This design comes from an exercise in tuning for small area, a short achievable clock period and few clock cycles on the open sky130 flow, not from production work.
Only simulation tests tie the RTL to the original design; equivalence was not proved.
Power and IR drop assume default switching activity.

==> flow/design.v, too long to show whole: its modules and the start of the top module <==
// module dts_sine_rom: 267 lines
// module dts_ctrl: 111 lines
// module dts_datapath: 1610 lines
// module decaying_tone_synth: 50 lines
module decaying_tone_synth (
  input  logic                                clk,
  input  logic                                rst,
  input  logic                                in_valid,
  output logic                                in_ready,
  input  logic                                start_req,
  output logic                                out_valid,
  input  logic                                out_ready,
  output logic signed [dts_pkg::SAMPLE_W-1:0] sample,
  output logic                                done_res,
  input  logic                                cfg_valid,
  output logic                                cfg_ready,
  input  logic [dts_pkg::CFG_IDX_W-1:0]       cfg_index,
  input  logic [dts_pkg::CFG_DATA_W-1:0]      cfg_data
);
  // ...
==> flow/flow/run.sh <==
#!/bin/bash
set -euo pipefail
sed 's/"\${@:-finish}"/SETUP_SLACK_MARGIN=7.2 "${@:-finish}"/' standard.sh > standard_margin.sh
grep -q 'SETUP_SLACK_MARGIN=7.2' standard_margin.sh
bash standard_margin.sh > flow_make.log 2>&1
==> flow/standard.sh <==
#!/bin/bash
# synth_recipe.tcl (not shown) runs the flow's synth.tcl, then flattens the netlist and writes it again
# the make line also repeats each setting of config.mk as NAME=value (left out here)
make -C /OpenROAD-flow-scripts/flow DESIGN_CONFIG=/design/flow/config.mk WORK_HOME=/design/flow/orfs CLKGATE_MAP_FILE= SYNTH_SCRIPT=/design/flow/synth_recipe.tcl "${@:-finish}"
==> flow/config.mk <==
export PLATFORM = sky130hd
export DESIGN_NAME = decaying_tone_synth
export DESIGN_NICKNAME = decaying_tone_synth
export VERILOG_FILES = /design/flow/design.v
export SDC_FILE = /design/flow/constraint.sdc
export NUM_CORES = 4
export LEC_CHECK = 0
export CAP_MARGIN = 60
export CORE_MARGIN = 2
export CORE_UTILIZATION = 25
export PLACE_DENSITY = 0.45
export SLEW_MARGIN = 60
export SYNTH_MEMORY_MAX_BITS = 16384
==> flow/constraint.sdc <==
create_clock -name core_clock -period 10.0 [get_ports {clk}]
set_input_delay 2.0000 -clock core_clock [delete_from_list [all_inputs] [get_ports {clk}]]
set_output_delay 2.0000 -clock core_clock [all_outputs]
set_load 0.01 [all_outputs]
==> flow_results.org, run 1 <==
** Timing
- Total negative slack :: 0 ns
- For the pin with the worst max-slew slack, the measured transition is 0.6424 ns.
- Static timing analysis puts the maximum clock frequency at 307.4 MHz.
- The total count of max-transition violations in the final report came to 0.

** Synthesis
- Largest family of logic cells by synthesized area :: adder cells
- Of the synthesized area, sequential elements account for 0.2805.
- The mapped netlist covers 46000 um2.
- Post-synthesis share of cell area spent on xor and xnor gates :: 0.07844

** Outcome
- The run finished with no timing, DRC or antenna violations.

** Worst setup path
- Crit path DAT :: 3.76 ns
- Worst path depth :: 11
- Path type of the worst setup path :: reg2reg
- Critical path's top delay family :: adder cells
- Worst R2R Start :: u_datapath.s3_two[1]

** Hold path
- The worst hold path was traced through 0 stages.

** Route
- Number of DRC markers in iteration 0 :: 3607
- The count of nets left with antenna violations once routing finished came out at 0.
- Number of vias after detailed routing :: 39810

** Cells and area
- Count of plain and timing-repair buffers :: 388
- Of the total standard cell area in the layout, the sequential portion is 0.2284.
- Logic inverters :: 461

** Floorplanning
- The die is 433.0 um tall.
- Overall die area :: 187500 um2

** Power
- VDD sags by at most 0.1560 mV.

** Clock network
- The clock passes through at most 3 buffers.
- TritonCTS built the clock tree.

** GRT
- Entering global routing, the biggest net connects 89 pins.
Testbench counts, summed over its fixed seeds: cycles 12,816.
==> run 2, diff against run 1 <==
--- a/flow/design.v
+++ b/flow/design.v
@@ -468,42 +468,56 @@
         sample_index   <= sample_index + dts_pkg::COUNT_W'(1);
         phase_acc      <= phase_acc + {1'b0, phase_step};
       end
     end
   end
   logic [8:0]                j_main, j_half;
   logic                      s0_valid, s0_over;
   logic [8:0]                s0_jm, s0_jh;
+  logic [8:0]                s0_jm_n, s0_jh_n;
   logic                      s0_ms, s0_hs;
   logic                      s0_start;
   assign j_main = phase_acc[30] ? (9'd256 - {1'b0, phase_acc[29:22]}) : {1'b0, phase_acc[29:22]};
   assign j_half = phase_acc[31] ? (9'd256 - {1'b0, phase_acc[30:23]}) : {1'b0, phase_acc[30:23]};
   always_ff @(posedge clk) begin
     if (rst) begin
       s0_valid <= 1'b0;
     end else begin
       s0_valid <= req;
     end
     s0_over <= over;
     s0_jm   <= req_start ? '0 : j_main;
+    s0_jm_n <= req_start ? '1 : ~j_main;
     s0_ms   <= phase_acc[31] && !req_start;
     s0_jh   <= (req_start || !half_en) ? '0 : j_half;
+    s0_jh_n <= (req_start || !half_en) ? '1 : ~j_half;
     s0_hs   <= phase_acc[32] && !req_start && half_en;
     s0_start <= req_start;
   end
   logic [14:0] rom_main_m, rom_half_m;
-  dts_sine_rom u_rom_main (
+  logic [14:0] rom_main_hi, rom_main_lo, rom_half_hi, rom_half_lo;
+  dts_sine_rom u_rom_main_hi (
     .j (s0_jm),
-    .m (rom_main_m)
+    .m (rom_main_hi)
   );
-  dts_sine_rom u_rom_half (
+  dts_sine_rom u_rom_main_lo (
+    .j (~s0_jm_n),
+    .m (rom_main_lo)
+  );
+  dts_sine_rom u_rom_half_hi (
     .j (s0_jh),
-    .m (rom_half_m)
+    .m (rom_half_hi)
+  );
+  dts_sine_rom u_rom_half_lo (
+    .j (~s0_jh_n),
+    .m (rom_half_lo)
   );
+  assign rom_main_m = {rom_main_hi[14:8], rom_main_lo[7:0]};
+  assign rom_half_m = {rom_half_hi[14:8], rom_half_lo[7:0]};
   logic                      s1_valid, s1_over;
   logic [14:0]               s1_x;
   logic [15:0]               s1_y;
   logic                      s1_ms, s1_d;
   logic                      s1_start;
   always_ff @(posedge clk) begin
     if (rst) begin
       s1_valid <= 1'b0;
==> flow/run.sh (new file) <==
#!/bin/bash
# synth_recipe.tcl (not shown) runs the flow's synth.tcl, then flattens the netlist and writes it again
# the make line also repeats each setting of config.mk as NAME=value (left out here)
make -C /OpenROAD-flow-scripts/flow DESIGN_CONFIG=/design/flow/config.mk WORK_HOME=/design/flow/orfs CLKGATE_MAP_FILE= SYNTH_SCRIPT=/design/flow/synth_recipe.tcl finish
removed: flow/flow/run.sh
removed: flow/standard.sh
==> flow_results.org, run 2 <==
** Timing
- The ratio of final minimum period to clock period was 0.3955 (was 0.3253).
- Total negative slack :: 0 ns (unchanged)
- Setup repair after global routing missed its margin :: false (was true)
- The total count of max-transition violations in the final report came to 0 (unchanged).
- Worst slew margin relative to its limit :: 0.6043 (was 0.5672)
- The slack of the critical path is 6.045 ns (was 6.747 ns).
- Max Clk Rate :: 252.9 MHz (was 307.4 MHz)
- The count of endpoints failing hold in the final timing report came to 0 (unchanged).
- The setup-violating endpoint count in the final report is 0 (unchanged).
- The final worst clock skew was 0.05196 ns (was 0.03193 ns).
- The slew at the pin with the worst max-slew slack is 0.5935 ns (was 0.6424 ns).
- Time the worst path needs with I/O delays and setup :: 3.955 ns (was 3.253 ns)

** Worst setup path
- Endpoint of the worst-slack reg-to-reg timing path :: u_datapath.rom_half_hi[13] (was u_datapath.s4_p1[28])
- Maximum fanout count along the critical path :: 14 (was 7)
- Worst Setup End Kind :: register (unchanged)
- Reg2reg path depth :: 12 (was 11)
- Setup slack of the most critical reg-to-reg path :: 6.05 ns (was 6.75 ns)
- The category of the most critical setup path is reg2reg (unchanged).
- Worst R2R Start :: u_datapath.phase_acc[23] (was u_datapath.s3_two[1])
- Startpoint kind of the worst setup timing path :: register (unchanged)
- The data arrival time of the critical path came to 4.45 ns (was 3.76 ns).
- The required time of the worst setup path came to 10.49 ns (was 10.51 ns).

** Cells and area
- The register with the highest flop count was u_ctrl.mem (unchanged).
- The number of non-filler instances in the completed layout is 7627 (was 7784).
- Flip-flop count of the largest register, all copies and words added :: 105 (unchanged)
- Leading cell type in the layout, fill and taps excluded :: sky130_fd_sc_hd__nand2_1 (unchanged)
- Fraction of final layout cells with drive strength greater than 1 :: 0.07035 (was 0.2423)
- Post-route design area :: 52330 um2 (was 57720 um2)
- Registers with the highest flip-flop counts: u_ctrl.mem x105, u_datapath.s4_p0 x46, u_datapath.s4_p1 x45 (unchanged).
- The number of filler instances in the final layout came to 19750 (was 19040).
- The area growth from synthesis to layout is 11.92% (was 25.47%).
- The post-layout net count was 5747 (was 5908).
- Most frequent cells in the layout: sky130_fd_sc_hd__nand2_1 (474), sky130_fd_sc_hd__inv_1 (466), sky130_fd_sc_hd__dfxtp_1 (422) (was sky130_fd_sc_hd__nand2_1 (426), sky130_fd_sc_hd__inv_1 (378), sky130_fd_sc_hd__dfxtp_1 (346)).

** Synthesis
- The sequential fraction of the synthesis area came to 0.2828 (was 0.2805).
- The number of enable flip-flop cells after synthesis was 121 (unchanged).
- The average cell area after synthesis is 8.833 um2 (was 8.838 um2).
- The register bit count reported by yosys came to 600 (was 584).
- Post-Syn Nets :: 5954 (was 5852)
- The post-synthesis instance area came to 46750 um2 (was 46000 um2).
- Count of yosys warnings during synthesis :: 4 (unchanged)
- The top flip-flop cell by instance count after synthesis was sky130_fd_sc_hd__dfxtp_1 (unchanged).
- Count of unique library cells instantiated by Yosys :: 99 (was 94)
- Synth area leader :: sky130_fd_sc_hd__dfxtp_1 (unchanged)
- Library cell with the highest instance count after synthesis :: sky130_fd_sc_hd__dfxtp_1 (unchanged)
- Cell types occupying the most area after synthesis: sky130_fd_sc_hd__dfxtp_1 (21%), sky130_fd_sc_hd__fa_1 (15%), sky130_fd_sc_hd__edfxtp_1 (7.8%) (was sky130_fd_sc_hd__dfxtp_1 (20%), sky130_fd_sc_hd__fa_1 (15%), sky130_fd_sc_hd__edfxtp_1 (7.9%)).
- Post-synth top cells: sky130_fd_sc_hd__dfxtp_1 (479), sky130_fd_sc_hd__nand2_1 (476), sky130_fd_sc_hd__inv_1 (470) (was sky130_fd_sc_hd__dfxtp_1 (463), sky130_fd_sc_hd__inv_1 (456), sky130_fd_sc_hd__nand2_1 (454)).
- Asr flop ratio synth :: 0 (unchanged)
- Post-synth top area share :: 0.2051 (was 0.2015)
- Cells after synthesis :: 5293 (was 5205)

** Hold path
- Path class of the lowest-slack min-delay path :: reg2reg (unchanged)
- Hold Path Origin :: u_datapath.s0_over (was u_datapath.s3_over)
- Hold depth :: 0 (unchanged)
- The endpoint with the worst hold slack is u_datapath.s1_over (was u_datapath.s4_over).

** Clock network
- Post-CTS setup repair buffer count :: 0 (was 148)
- Number of H-tree branching levels :: 3 (unchanged)
- The post-cts hold buffer count was 0 (unchanged).
- The clock transition at the register clock pins on the worst setup and hold paths after CTS came to 0.06 ns (about the same).
- Number of resized instances in the post-cts repair step :: 0 (was 562)
- The root buffer cell is sky130_fd_sc_hd__clkbuf_16 (unchanged).
- The insertion delay of the later-clocked pin in the worst-skew pair was 0.68 ns (was 0.64 ns).
- The total CTS buffers came to 73 (was 71).
- The number of clock sinks is 600 (was 584).
- Clock Path Buffers :: 3 (unchanged)
- TritonCTS clock tree :: built (unchanged)

** Floorplanning
- X dimension of the die :: 436.4 um (was 433.0 um)
- The starting utilization of the core area came to 0.2519 (was 0.2515).
- Floorplan die height :: 436.4 um (was 433.0 um)
- The area of the placeable core was 185600 um2 (was 182900 um2).
- The count of standard-cell rows is 158 (was 157).
- The die area came to 190500 um2 (was 187500 um2).
- Top-Level Pins :: 60 (unchanged)

** Route
- Number of DRC markers in iteration 0 :: 3549 (was 3607)
- Remaining number of nets flagged by the antenna check after routing :: 0 (unchanged)
- The detail-routed net length per standard cell is 19.23 um (was 21.41 um).
- Vias per cell :: 4.980 (was 5.114)
- Number of vias after detailed routing :: 37980 (was 39810)
- The number of remaining DRC errors came to 0 (unchanged).
- The number of iterations in the first detailed-routing pass came to 6 (was 8).
- The aggregate routed wire length was 146.7 mm (was 166.6 mm).

** Outcome
- Result of the run: timing/DRC/antenna clean (unchanged).

** GRT
- The global-route usage over all layers was 0.1504 (was 0.1715).
- First-pass GRT wire length :: 230.4 mm (was 250.5 mm)
- Maximum number of pins on one net before global-route repair :: 103 (was 89)
- Total overflow reported by the global router :: 0 (unchanged)
- The via count of the first global-routing pass was 38190 (was 39830).
- The number of antenna violations at the first check in global routing is 1 (was 0).

** Run
- Count of maximum capacitance violations :: 0 (unchanged)

** Power
- The total chip power is 13.73 mW (was 16.08 mW).
- The leakage power total is 20.54 nW (was 22.00 nW).
- The worst vdd rail ir drop was 0.1515 mV (was 0.1560 mV).
- Power per unit of standard cell area :: 262.4 nW/um2 (was 278.7 nW/um2)

** Place
- The count of input and output buffers came to 58 (unchanged).
- The post-detailed-placement half-perimeter wirelength was 102.1 mm (was 107.4 mm).
- The count of placed standard cells including taps is 7489 (was 7385).
- The placer's final routability congestion estimate is 0.8814 (was 0.9392).
- The post-detailed-placement cell area came to 49720 um2 (was 49430 um2).
- Setup Slack @ Placement :: 5.846 ns (was 6.214 ns)
run 2: changes by cell type after synthesis, sizes merged, moves of 23 or more:
cell / change
nand2: +23
clkbuf: +32
nand3b: +26
nand3: -39
buf: -26
a211oi: +23
run 2: area by class of cell:
type                       instances  area, um2  share of cell area
antenna                            1      2.502          0.00004782
clock buffer                      96       1993             0.03809
clock inverter                    39      523.0            0.009995
inverter                         479       1813             0.03465
multi-input combinational       3798      30320              0.5794
sequential                       600      13300              0.2543
tap                             2480       3103             0.05930
timing repair buffer             134       1269             0.02425
run 2: worst max-delay path, stage by stage, from the launching register on:
cell                       delay, ns
sky130_fd_sc_hd__dfxtp_1        0.60
sky130_fd_sc_hd__inv_1          0.13
sky130_fd_sc_hd__ha_1           0.30
sky130_fd_sc_hd__mux2_2         0.28
sky130_fd_sc_hd__nand2_2        0.28
sky130_fd_sc_hd__clkinv_1       0.36
sky130_fd_sc_hd__ha_1           0.48
sky130_fd_sc_hd__inv_1          0.17
sky130_fd_sc_hd__ha_1           0.39
sky130_fd_sc_hd__o21ai_0        0.18
sky130_fd_sc_hd__or4_1          0.42
sky130_fd_sc_hd__o21ai_0        0.07
sky130_fd_sc_hd__o21ai_0        0.09
run 2: metal layers:
| layer | up-vias | GRT usage | wire (um) |
|---|---|---|---|
| met3 | 227 | 0.01916 | 7576 |
| met4 | 0 | 0.03795 | 3605 |
| met1 | 18690 | 0.2117 | 68210 |
| li1 | 17920 | - | - |
| met5 | - | 0 | 0 |
| met2 | 1151 | 0.2423 | 67280 |
run 2: cell families (layout without fill, tap and decap cells):
logic type	count (synthesis)	count (layout)	share of synthesized area
flip-flops	600	600	0.2828
buffers and inverters	895	748	0.07365
AND/OR/NAND/NOR	1296	1296	0.1269
XOR/XNOR	424	424	0.07943
other	1	2	0.00008021
AO/OA/AOI/OAI	1406	1406	0.1990
adder cells (fa/ha/maj)	621	621	0.2224
multiplexers	50	50	0.01576
run 2: report_power, final:
group	internal (mW)	total, mW	switching (mW)
combinational	2.85	6.92	4.07
sequential	3.34	4.06	0.722
clock	1.61	2.75	1.14
total	7.80	13.7	5.93
run 2: worst max-delay path by stage:
stage,endpoint,cells past startpoint,start
after global placement,u_datapath.rom_half_hi[13],12,u_datapath.phase_acc[23]
after CTS,u_datapath.rom_half_hi[13],12,u_datapath.phase_acc[23]
after detailed placement,u_datapath.rom_half_hi[13],12,u_datapath.phase_acc[23]
after global routing,u_datapath.rom_half_hi[13],12,u_datapath.phase_acc[23]
after floorplan,u_ctrl.rd_ptr[1],6,out_ready
final,u_datapath.rom_half_hi[13],12,u_datapath.phase_acc[23]
run 2: metrics by stage:
| stage | utilization | hold WS [ns] |
|---|---|---|
| after detailed placement | 0.2678 | 0.3121 |
| after floorplan | - | 0.3096 |
| final | 0.2819 | 0.3254 |
| after CTS | 0.2814 | 0.3255 |
| after global routing | 0.2819 | 0.3280 |
| after global placement | 0.2659 | 0.3121 |
Testbench counts of run 2, summed over its fixed seeds: cycles 12,816.

==> re-timing with driven ports <==
The results above use ideal ports. As a check the final layouts listed here were re-extracted and re-timed, cells and wires unchanged.
Step 1: set_driving_cell puts a clkbuf_16 on clk and a buf_2 on each other input, an assumption about the parent block.
Step 2 also shifts input and output timing later by t, the mid clock arrival at the registers, as if the neighbouring blocks saw the same clock.
Slacks: no drivers / after step 1 / after step 2; pairs: no drivers / after step 1.
run | shift t [ns] | setup slack, ns | worst register clock-pin slew, ns | pins driven straight from the clock port
run 1 | 0.701 | 6.747 / 6.724 / 6.549 | 0.07 / 0.07 | 1
run 2 | 0.737 | 6.045 / 6.045 / 6.045 | 0.06 / 0.06 | 1
After both steps setup and hold are still met in every run listed. For run 1, which loses most, drivers alone change the setup slack by -0.023 ns; drivers and shift together by -0.198 ns.
